This design comes from an exercise in tuning for a short achievable clock period on the open sky130 flow, not from production work.
Only simulation tests tie the RTL to the original design; equivalence was not proved.
Power and IR drop assume default switching activity.

==> inputs of branch quartz <==
==> flow/design.v <==
module imem_rd_slice #(
  parameter int DEPTH = 64
) (
  input  logic [DEPTH-1:0]         bits,
  input  logic [$clog2(DEPTH)-1:0] idx,
  input  logic                     fault,
  output logic                     y
);
  assign y = !fault && bits[idx];
endmodule
module instr_mem_ctrl #(
  parameter int DATA_WIDTH = 32,
  parameter int ADDR_WIDTH = 32,
  parameter int DEPTH      = 64
) (
  input  logic                   clk,
  input  logic                   reset,
  input  logic                   load_start,
  input  logic                   load_valid,
  output logic                   load_ready,
  input  logic [DATA_WIDTH-1:0]  load_data,
  input  logic                   load_last,
  output logic [$clog2(DEPTH):0] load_count,
  input  logic                   fetch_valid,
  input  logic [ADDR_WIDTH-1:0]  fetch_addr,
  output logic                   fetch_ready,
  output logic                   instr_valid,
  output logic [DATA_WIDTH-1:0]  instr_out,
  output logic                   instr_fault,
  output logic                   busy
);
  localparam int IDXW = $clog2(DEPTH);
  localparam int CNTW = IDXW + 1;
  logic                  st_clear, st_run, st_load;
  logic                  clear_nxt, run_nxt, load_nxt;
  logic                  busy_n;
  logic [DEPTH-1:0]      clr_ptr;        
  logic [DEPTH-1:0]      ld_ptr;         
  logic                  go_load;
  logic                  do_load;
  logic                  load_done;
  logic [CNTW-1:0]       cnt;            
  logic [DATA_WIDTH-1:0] wr_data;
  logic [DEPTH-1:0]      wr_en;
  logic [DATA_WIDTH-1:0] mem [DEPTH];
  assign go_load   = st_run && load_start;
  assign do_load   = st_load && load_valid;
  assign load_done = do_load && (load_last || ld_ptr[DEPTH-1]);
  assign clear_nxt = st_clear && !clr_ptr[DEPTH-1];
  assign run_nxt   = (st_clear && clr_ptr[DEPTH-1]) || (st_run && !load_start) || load_done;
  assign load_nxt  = go_load || (st_load && !load_done);
  assign wr_data   = st_load ? load_data : '0;
  assign wr_en     = clr_ptr | (ld_ptr & {DEPTH{load_valid}});
  assign busy      = !busy_n;
  always_ff @(posedge clk or negedge reset) begin
    if (!reset) begin
      st_clear    <= 1'b1;
      st_run      <= 1'b0;
      st_load     <= 1'b0;
      fetch_ready <= 1'b0;
      load_ready  <= 1'b0;
      busy_n      <= 1'b0;
      clr_ptr     <= DEPTH'(1);
      ld_ptr      <= '0;
      cnt         <= '0;
      load_count  <= '0;
      instr_valid <= 1'b0;
    end else begin
      st_clear    <= clear_nxt;
      st_run      <= run_nxt;
      st_load     <= load_nxt;
      fetch_ready <= !(clear_nxt || load_nxt);
      load_ready  <= !(clear_nxt || run_nxt);
      busy_n      <= st_clear ? clr_ptr[DEPTH-1] : !load_nxt;
      clr_ptr     <= {clr_ptr[DEPTH-2:0], 1'b0};
      if (go_load)
        ld_ptr <= DEPTH'(1);
      else if (load_valid)
        ld_ptr <= load_last ? '0 : {ld_ptr[DEPTH-2:0], 1'b0};
      cnt         <= go_load ? '0 : cnt + CNTW'(do_load);
      if (go_load)
        load_count <= '0;
      else if (do_load)
        load_count <= cnt + 1'b1;
      instr_valid <= fetch_valid && st_run;
    end
  end
  always_ff @(posedge clk) begin
    for (int w = 0; w < DEPTH; w++)
      if (wr_en[w]) mem[w] <= wr_data;
  end
  logic [IDXW-1:0]       fetch_idx;
  logic                  addr_fault;
  logic [DATA_WIDTH-1:0] rd_word;
  assign fetch_idx  = fetch_addr[IDXW+1:2];
  assign addr_fault = (fetch_addr[1:0] != 2'b00) || (fetch_addr[ADDR_WIDTH-1:IDXW+2] != '0);
  for (genvar b = 0; b < DATA_WIDTH; b++) begin : g_rd
    logic [DEPTH-1:0] col;
    for (genvar w = 0; w < DEPTH; w++) begin : g_col
      assign col[w] = mem[w][b];
    end
    imem_rd_slice #(.DEPTH(DEPTH)) u_rd (
      .bits(col), .idx(fetch_idx), .fault(addr_fault), .y(rd_word[b])
    );
  end
  always_ff @(posedge clk) begin
    instr_out   <= rd_word;
    instr_fault <= addr_fault;
  end
endmodule
==> flow/flow/run.sh <==
#!/bin/bash
set -euo pipefail
DU=$(make -s -C "$FLOW_HOME" DESIGN_CONFIG="$PWD/config.mk" WORK_HOME="$PWD/orfs" print-DONT_USE_CELLS \
     | sed -n 's/^DONT_USE_CELLS: //p')
[[ -n "$DU" ]] || { echo "could not read DONT_USE_CELLS" >&2; exit 1; }
bash standard.sh "DONT_USE_CELLS=$DU sky130_fd_sc_hd__a222oi_1" finish > flow_make.log 2>&1
==> flow/standard.sh <==
#!/bin/bash
# synth_recipe.tcl (not shown) runs the flow's synth.tcl, then flattens the netlist and writes it again
# the make line also repeats each setting of config.mk as NAME=value (left out here)
make -C /OpenROAD-flow-scripts/flow DESIGN_CONFIG=/design/flow/config.mk WORK_HOME=/design/flow/orfs CLKGATE_MAP_FILE= SYNTH_SCRIPT=/design/flow/synth_recipe.tcl "${@:-finish}"
==> flow/config.mk <==
export PLATFORM = sky130hd
export DESIGN_NAME = instr_mem_ctrl
export DESIGN_NICKNAME = instr_mem_ctrl
export VERILOG_FILES = /design/flow/design.v
export SDC_FILE = /design/flow/constraint.sdc
export NUM_CORES = 4
export LEC_CHECK = 0
export CAP_MARGIN = 20
export CORE_MARGIN = 2
export CORE_UTILIZATION = 35
export PLACE_DENSITY = 0.45
export SETUP_SLACK_MARGIN = 2.2
export SLEW_MARGIN = 20
export SYNTH_HIERARCHICAL = 1
export TNS_END_PERCENT = 10
==> flow/constraint.sdc <==
create_clock -name core_clock -period 4.0 [get_ports {clk}]
set_input_delay 0.8000 -clock core_clock [delete_from_list [all_inputs] [get_ports {clk}]]
set_output_delay 0.8000 -clock core_clock [all_outputs]
set_load 0.01 [all_outputs]
==> inputs of branch violet, as changes to branch quartz <==
==> flow/design.v, changed modules only <==
module instr_mem_ctrl #(
  parameter int DATA_WIDTH = 32,
  parameter int ADDR_WIDTH = 32,
  parameter int DEPTH      = 64
) (
  input  logic                   clk,
  input  logic                   reset,
  input  logic                   load_start,
  input  logic                   load_valid,
  output logic                   load_ready,
  input  logic [DATA_WIDTH-1:0]  load_data,
  input  logic                   load_last,
  output logic [$clog2(DEPTH):0] load_count,
  input  logic                   fetch_valid,
  input  logic [ADDR_WIDTH-1:0]  fetch_addr,
  output logic                   fetch_ready,
  output logic                   instr_valid,
  output logic [DATA_WIDTH-1:0]  instr_out,
  output logic                   instr_fault,
  output logic                   busy
);
  localparam int IDXW = $clog2(DEPTH);
  logic                  st_clear;
  logic [DEPTH-1:0]      ptr_oh;         
  logic                  ptr_last;
  logic                  do_wr;
  logic                  load_done;
  logic                  run_nxt;
  logic [DATA_WIDTH-1:0] wr_data;
  logic [DATA_WIDTH-1:0] mem [DEPTH];
  assign ptr_last  = ptr_oh[DEPTH-1];
  assign do_wr     = st_clear || (load_ready && load_valid);
  assign load_done = load_ready && load_valid && (load_last || ptr_last);
  assign run_nxt   = (st_clear && ptr_last) || (fetch_ready && !load_start) || load_done;
  assign wr_data   = load_ready ? load_data : '0;
  always_ff @(posedge clk or negedge reset) begin
    if (!reset) begin
      st_clear    <= 1'b1;
      fetch_ready <= 1'b0;
      load_ready  <= 1'b0;
      busy        <= 1'b1;
      ptr_oh      <= DEPTH'(1);
      load_count  <= '0;
      instr_valid <= 1'b0;
    end else begin
      st_clear    <= st_clear && !ptr_last;
      fetch_ready <= run_nxt;
      load_ready  <= (fetch_ready && load_start) || (load_ready && !load_done);
      busy        <= !run_nxt;
      if (fetch_ready && load_start)
        ptr_oh <= DEPTH'(1);
      else if (do_wr)
        ptr_oh <= {ptr_oh[DEPTH-2:0], ptr_oh[DEPTH-1]};
      if (fetch_ready && load_start)
        load_count <= '0;
      else if (load_ready && load_valid)
        load_count <= load_count + 1'b1;
      instr_valid <= fetch_valid && fetch_ready;
    end
  end
  always_ff @(posedge clk) begin
    for (int w = 0; w < DEPTH; w++)
      if (do_wr && ptr_oh[w]) mem[w] <= wr_data;
  end
  logic [IDXW-1:0] fetch_idx;
  logic            addr_fault;
  assign fetch_idx  = fetch_addr[IDXW+1:2];
  assign addr_fault = (fetch_addr[1:0] != 2'b00) || (fetch_addr[ADDR_WIDTH-1:IDXW+2] != '0);
  always_ff @(posedge clk) begin
    instr_out   <= addr_fault ? '0 : mem[fetch_idx];
    instr_fault <= addr_fault;
  end
endmodule
// module imem_rd_slice removed
==> flow/run.sh (new file) <==
#!/bin/bash
# synth_recipe.tcl (not shown) runs the flow's synth.tcl, then flattens the netlist and writes it again
# the make line also repeats each setting of config.mk as NAME=value (left out here)
make -C /OpenROAD-flow-scripts/flow DESIGN_CONFIG=/design/flow/config.mk WORK_HOME=/design/flow/orfs CLKGATE_MAP_FILE= SYNTH_SCRIPT=/design/flow/synth_recipe.tcl finish
CORE_UTILIZATION = 40   (was 35)
PLACE_DENSITY = not set   (was 0.45)
SETUP_SLACK_MARGIN = not set   (was 2.2)
SYNTH_HIERARCHICAL = not set   (was 1)
TNS_END_PERCENT = not set   (was 10)
removed: flow/flow/run.sh
removed: flow/standard.sh
==> inputs of branch ember, as changes to branch quartz <==
==> flow/design.v, changed modules only <==
module instr_mem_ctrl #(
  parameter int DATA_WIDTH = 32,
  parameter int ADDR_WIDTH = 32,
  parameter int DEPTH      = 64
) (
  input  logic                   clk,
  input  logic                   reset,
  input  logic                   load_start,
  input  logic                   load_valid,
  output logic                   load_ready,
  input  logic [DATA_WIDTH-1:0]  load_data,
  input  logic                   load_last,
  output logic [$clog2(DEPTH):0] load_count,
  input  logic                   fetch_valid,
  input  logic [ADDR_WIDTH-1:0]  fetch_addr,
  output logic                   fetch_ready,
  output logic                   instr_valid,
  output logic [DATA_WIDTH-1:0]  instr_out,
  output logic                   instr_fault,
  output logic                   busy
);
  localparam int IDXW = $clog2(DEPTH);
  localparam int CNTW = IDXW + 1;
  logic                  st_clear, st_run, st_load;
  logic                  clear_nxt, run_nxt, load_nxt;
  logic                  busy_n;
  logic [DEPTH-1:0]      ptr_oh;         
  logic                  ptr_last;
  logic                  go_load;
  logic                  do_load;
  logic                  do_wr;
  logic                  load_done;
  logic [CNTW-1:0]       cnt;            
  logic [DATA_WIDTH-1:0] wr_data;
  logic [DATA_WIDTH-1:0] mem [DEPTH];
  assign ptr_last  = ptr_oh[DEPTH-1];
  assign go_load   = st_run && load_start;
  assign do_load   = st_load && load_valid;
  assign do_wr     = st_clear || do_load;
  assign load_done = do_load && (load_last || ptr_last);
  assign clear_nxt = st_clear && !ptr_last;
  assign run_nxt   = (st_clear && ptr_last) || (st_run && !load_start) || load_done;
  assign load_nxt  = go_load || (st_load && !load_done);
  assign wr_data   = st_load ? load_data : '0;
  assign busy      = !busy_n;
  always_ff @(posedge clk or negedge reset) begin
    if (!reset) begin
      st_clear    <= 1'b1;
      st_run      <= 1'b0;
      st_load     <= 1'b0;
      fetch_ready <= 1'b0;
      load_ready  <= 1'b0;
      busy_n      <= 1'b0;
      ptr_oh      <= DEPTH'(1);
      cnt         <= '0;
      load_count  <= '0;
      instr_valid <= 1'b0;
    end else begin
      st_clear    <= clear_nxt;
      st_run      <= run_nxt;
      st_load     <= load_nxt;
      fetch_ready <= !(clear_nxt || load_nxt);
      load_ready  <= !(clear_nxt || run_nxt);
      busy_n      <= st_clear ? ptr_last : !load_nxt;
      if (go_load)
        ptr_oh <= DEPTH'(1);
      else if (do_wr)
        ptr_oh <= {ptr_oh[DEPTH-2:0], ptr_oh[DEPTH-1]};
      cnt         <= go_load ? '0 : cnt + CNTW'(do_load);
      if (go_load)
        load_count <= '0;
      else if (do_load)
        load_count <= cnt + 1'b1;
      instr_valid <= fetch_valid && st_run;
    end
  end
  always_ff @(posedge clk) begin
    for (int w = 0; w < DEPTH; w++)
      if (do_wr && ptr_oh[w]) mem[w] <= wr_data;
  end
  logic [IDXW-1:0] fetch_idx;
  logic            addr_fault;
  assign fetch_idx  = fetch_addr[IDXW+1:2];
  assign addr_fault = (fetch_addr[1:0] != 2'b00) || (fetch_addr[ADDR_WIDTH-1:IDXW+2] != '0);
  always_ff @(posedge clk) begin
    instr_out   <= addr_fault ? '0 : mem[fetch_idx];
    instr_fault <= addr_fault;
  end
endmodule
// module imem_rd_slice removed
==> flow/run.sh (new file) <==
#!/bin/bash
# synth_recipe.tcl (not shown) runs the flow's synth.tcl, then flattens the netlist and writes it again
# the make line also repeats each setting of config.mk as NAME=value (left out here)
make -C /OpenROAD-flow-scripts/flow DESIGN_CONFIG=/design/flow/config.mk WORK_HOME=/design/flow/orfs CLKGATE_MAP_FILE= SYNTH_SCRIPT=/design/flow/synth_recipe.tcl finish
SYNTH_HIERARCHICAL = not set   (was 1)
TNS_END_PERCENT = not set   (was 10)
removed: flow/flow/run.sh
removed: flow/standard.sh
==> inputs of branch pepper, as changes to branch quartz <==
==> flow/design.v, changed modules only <==
module instr_mem_ctrl #(
  parameter int DATA_WIDTH = 32,
  parameter int ADDR_WIDTH = 32,
  parameter int DEPTH      = 64
) (
  input  logic                   clk,
  input  logic                   reset,
  input  logic                   load_start,
  input  logic                   load_valid,
  output logic                   load_ready,
  input  logic [DATA_WIDTH-1:0]  load_data,
  input  logic                   load_last,
  output logic [$clog2(DEPTH):0] load_count,
  input  logic                   fetch_valid,
  input  logic [ADDR_WIDTH-1:0]  fetch_addr,
  output logic                   fetch_ready,
  output logic                   instr_valid,
  output logic [DATA_WIDTH-1:0]  instr_out,
  output logic                   instr_fault,
  output logic                   busy
);
  localparam int IDXW = $clog2(DEPTH);
  localparam int CNTW = IDXW + 1;
  logic                  st_clear, st_run, st_load;
  logic                  clear_nxt, run_nxt, load_nxt;
  logic                  busy_n;
  logic [DEPTH-1:0]      ptr_oh;         
  logic                  ptr_last;
  logic                  go_load;
  logic                  do_load;
  logic                  do_wr;
  logic                  load_done;
  logic [CNTW-1:0]       cnt;            
  logic [DATA_WIDTH-1:0] wr_data;
  logic [DATA_WIDTH-1:0] mem [DEPTH];
  assign ptr_last  = ptr_oh[DEPTH-1];
  assign go_load   = st_run && load_start;
  assign do_load   = st_load && load_valid;
  assign do_wr     = st_clear || do_load;
  assign load_done = do_load && (load_last || ptr_last);
  assign clear_nxt = st_clear && !ptr_last;
  assign run_nxt   = (st_clear && ptr_last) || (st_run && !load_start) || load_done;
  assign load_nxt  = go_load || (st_load && !load_done);
  assign wr_data   = st_load ? load_data : '0;
  assign busy      = !busy_n;
  always_ff @(posedge clk or negedge reset) begin
    if (!reset) begin
      st_clear    <= 1'b1;
      st_run      <= 1'b0;
      st_load     <= 1'b0;
      fetch_ready <= 1'b0;
      load_ready  <= 1'b0;
      busy_n      <= 1'b0;
      ptr_oh      <= DEPTH'(1);
      cnt         <= '0;
      load_count  <= '0;
      instr_valid <= 1'b0;
    end else begin
      st_clear    <= clear_nxt;
      st_run      <= run_nxt;
      st_load     <= load_nxt;
      fetch_ready <= !(clear_nxt || load_nxt);
      load_ready  <= !(clear_nxt || run_nxt);
      busy_n      <= st_clear ? ptr_last : !load_nxt;
      if (go_load)
        ptr_oh <= DEPTH'(1);
      else if (do_wr)
        ptr_oh <= {ptr_oh[DEPTH-2:0], ptr_oh[DEPTH-1]};
      cnt         <= go_load ? '0 : cnt + CNTW'(do_load);
      if (go_load)
        load_count <= '0;
      else if (do_load)
        load_count <= cnt + 1'b1;
      instr_valid <= fetch_valid && st_run;
    end
  end
  always_ff @(posedge clk) begin
    for (int w = 0; w < DEPTH; w++)
      if (do_wr && ptr_oh[w]) mem[w] <= wr_data;
  end
  logic [IDXW-1:0]       fetch_idx;
  logic                  addr_fault;
  logic [DATA_WIDTH-1:0] rd_word;
  assign fetch_idx  = fetch_addr[IDXW+1:2];
  assign addr_fault = (fetch_addr[1:0] != 2'b00) || (fetch_addr[ADDR_WIDTH-1:IDXW+2] != '0);
  for (genvar b = 0; b < DATA_WIDTH; b++) begin : g_rd
    logic [DEPTH-1:0] col;
    for (genvar w = 0; w < DEPTH; w++) begin : g_col
      assign col[w] = mem[w][b];
    end
    imem_rd_slice #(.DEPTH(DEPTH)) u_rd (
      .bits(col), .idx(fetch_idx), .fault(addr_fault), .y(rd_word[b])
    );
  end
  always_ff @(posedge clk) begin
    instr_out   <= rd_word;
    instr_fault <= addr_fault;
  end
endmodule
==> results.txt <==
- Synthesized area, highest first: branch quartz, branch pepper, branch violet, branch ember.
- Between branch pepper and branch violet, the lower synthesized cell count is in branch pepper (gap about 12%, measured against branch violet).
- Combinational power, lowest first: branch violet, branch pepper, branch quartz, branch ember.
- Between branch violet and branch quartz, the lower sequential power is in branch violet (gap 14%, measured against branch quartz).
- The lowest first-iteration DRC count belongs to branch quartz, the highest to branch violet.
- Core utilization: branch quartz < branch pepper < branch violet < branch ember.
- Branch quartz finished with timing, DRC and antenna clean. Branch violet ran to the end with no violations. Branch pepper completed without violations. Branch ember completed with no timing, DRC or antenna violations.
- In branch violet the clock power is smaller than in branch pepper, by about 8%.
- Final area: branch ember > branch quartz > branch pepper > branch violet.
- Sequential share of layout area: branch quartz is higher than branch pepper (1.1 points).
- Non-clock buffer count: branch ember > branch violet > branch pepper > branch quartz.
==> figures <==
DR iter-0 viols: branch pepper 4,952; branch quartz 4,446; branch ember 11,700; branch violet 12,600
Clock buffer count from CTS: branch pepper 228; branch quartz 235; branch ember 225; branch violet 207
TAP cells: branch pepper 3,202; branch quartz 3,312; branch ember 2,975; branch violet 2,624
Vias: branch pepper 42,700; branch quartz 42,600; branch ember 59,300; branch violet 53,300
Leakage power: branch pepper 34.6 nW; branch quartz 37.0 nW; branch ember 40.8 nW; branch violet 27.0 nW
Status: branch pepper timing/DRC/antenna clean; branch quartz timing/DRC/antenna clean; branch ember timing/DRC/antenna clean; branch violet timing/DRC/antenna clean
Part of the power in registers: branch pepper 50.6%; branch quartz 52.1%; branch ember 45.9%; branch violet 53.6%
Vias per cell: branch pepper 5.45; branch quartz 5.43; branch ember 6.50; branch violet 6.84
Path category of the worst min-delay check: branch pepper primary input to flip-flop; branch quartz flip-flop to flip-flop; branch ember primary input to async pin; branch violet primary input to async pin
#FFs+latches synth: branch pepper 2,166; branch quartz 2,230; branch ember 2,166; branch violet 2,157
Cells on Worst Hold Path: branch pepper 4; branch quartz 0; branch ember -; branch violet -
Met1 usage: branch pepper 29.6%; branch quartz 28.0%; branch ember 44.2%; branch violet 44.4%
Final worst setup slack: branch pepper 1.74 ns; branch quartz 1.77 ns; branch ember 1.43 ns; branch violet 0.540 ns
Synth Area in Adders: branch pepper 0.0294%; branch quartz 0.0288%; branch ember 0.0479%; branch violet 0.0159%
Met3 wirelength from detailed routing: branch pepper 13,700 um; branch quartz 14,800 um; branch ember 62,200 um; branch violet 57,900 um
All-layer global routing usage: branch pepper 20.1%; branch quartz 19.7%; branch ember 34.7%; branch violet 34.2%
Final period utilization: branch pepper 56.4%; branch quartz 55.6%; branch ember 64.2%; branch violet 86.5%
Fraction of power consumed by combinational cells: branch pepper 6.6%; branch quartz 9.1%; branch ember 17.8%; branch violet 2.7%
Power in sequential cells: branch pepper 0.0255 W; branch quartz 0.0283 W; branch ember 0.0269 W; branch violet 0.0243 W
Worst slew pin tran: branch pepper 0.856 ns; branch quartz 1.08 ns; branch ember 1.24 ns; branch violet 1.07 ns
Number of detailed-route iterations in the first pass: branch pepper 6; branch quartz 5; branch ember 10; branch violet 6

==> what the ideal ports hide <==
How much do the figures lean on ideal ports? The routed layouts below were timed once more, with nothing changed but the port constraints.
Step 1, drivers: a clkbuf_16 drives clk and a buf_2 each remaining input, both assumed.
Step 2 moves the port delays by t, midway between the first and last clock arrival at a register: inputs arrive t later, outputs are due t later. That takes back most of the time a late clock gives input paths.
Three values: ideal, step 1, step 2; two values: the first two.
run | shift t [ns] | slack for setup (ns) | hold WS [ns] | clock arrival spread, ns
branch quartz | 0.946 | 1.775 / 1.614 / 0.669 | 0.333 / 0.333 / 0.333 | 0.066 / 0.065
branch violet | 0.948 | 0.540 / 0.542 / -0.406 | 0.078 / 0.018 / 0.425 | 0.047 / 0.047
branch ember | 0.995 | 1.432 / 1.488 / 0.493 | 0.068 / -0.011 / 0.481 | 0.074 / 0.075
branch pepper | 0.957 | 1.742 / 1.665 / 0.708 | 0.488 / 0.418 / 0.524 | 0.043 / 0.042
With both steps, setup timing fails in branch violet, where it was met with ideal ports. For branch quartz, which loses most, drivers alone change the setup slack by -0.161 ns; drivers and shift together by -1.106 ns.
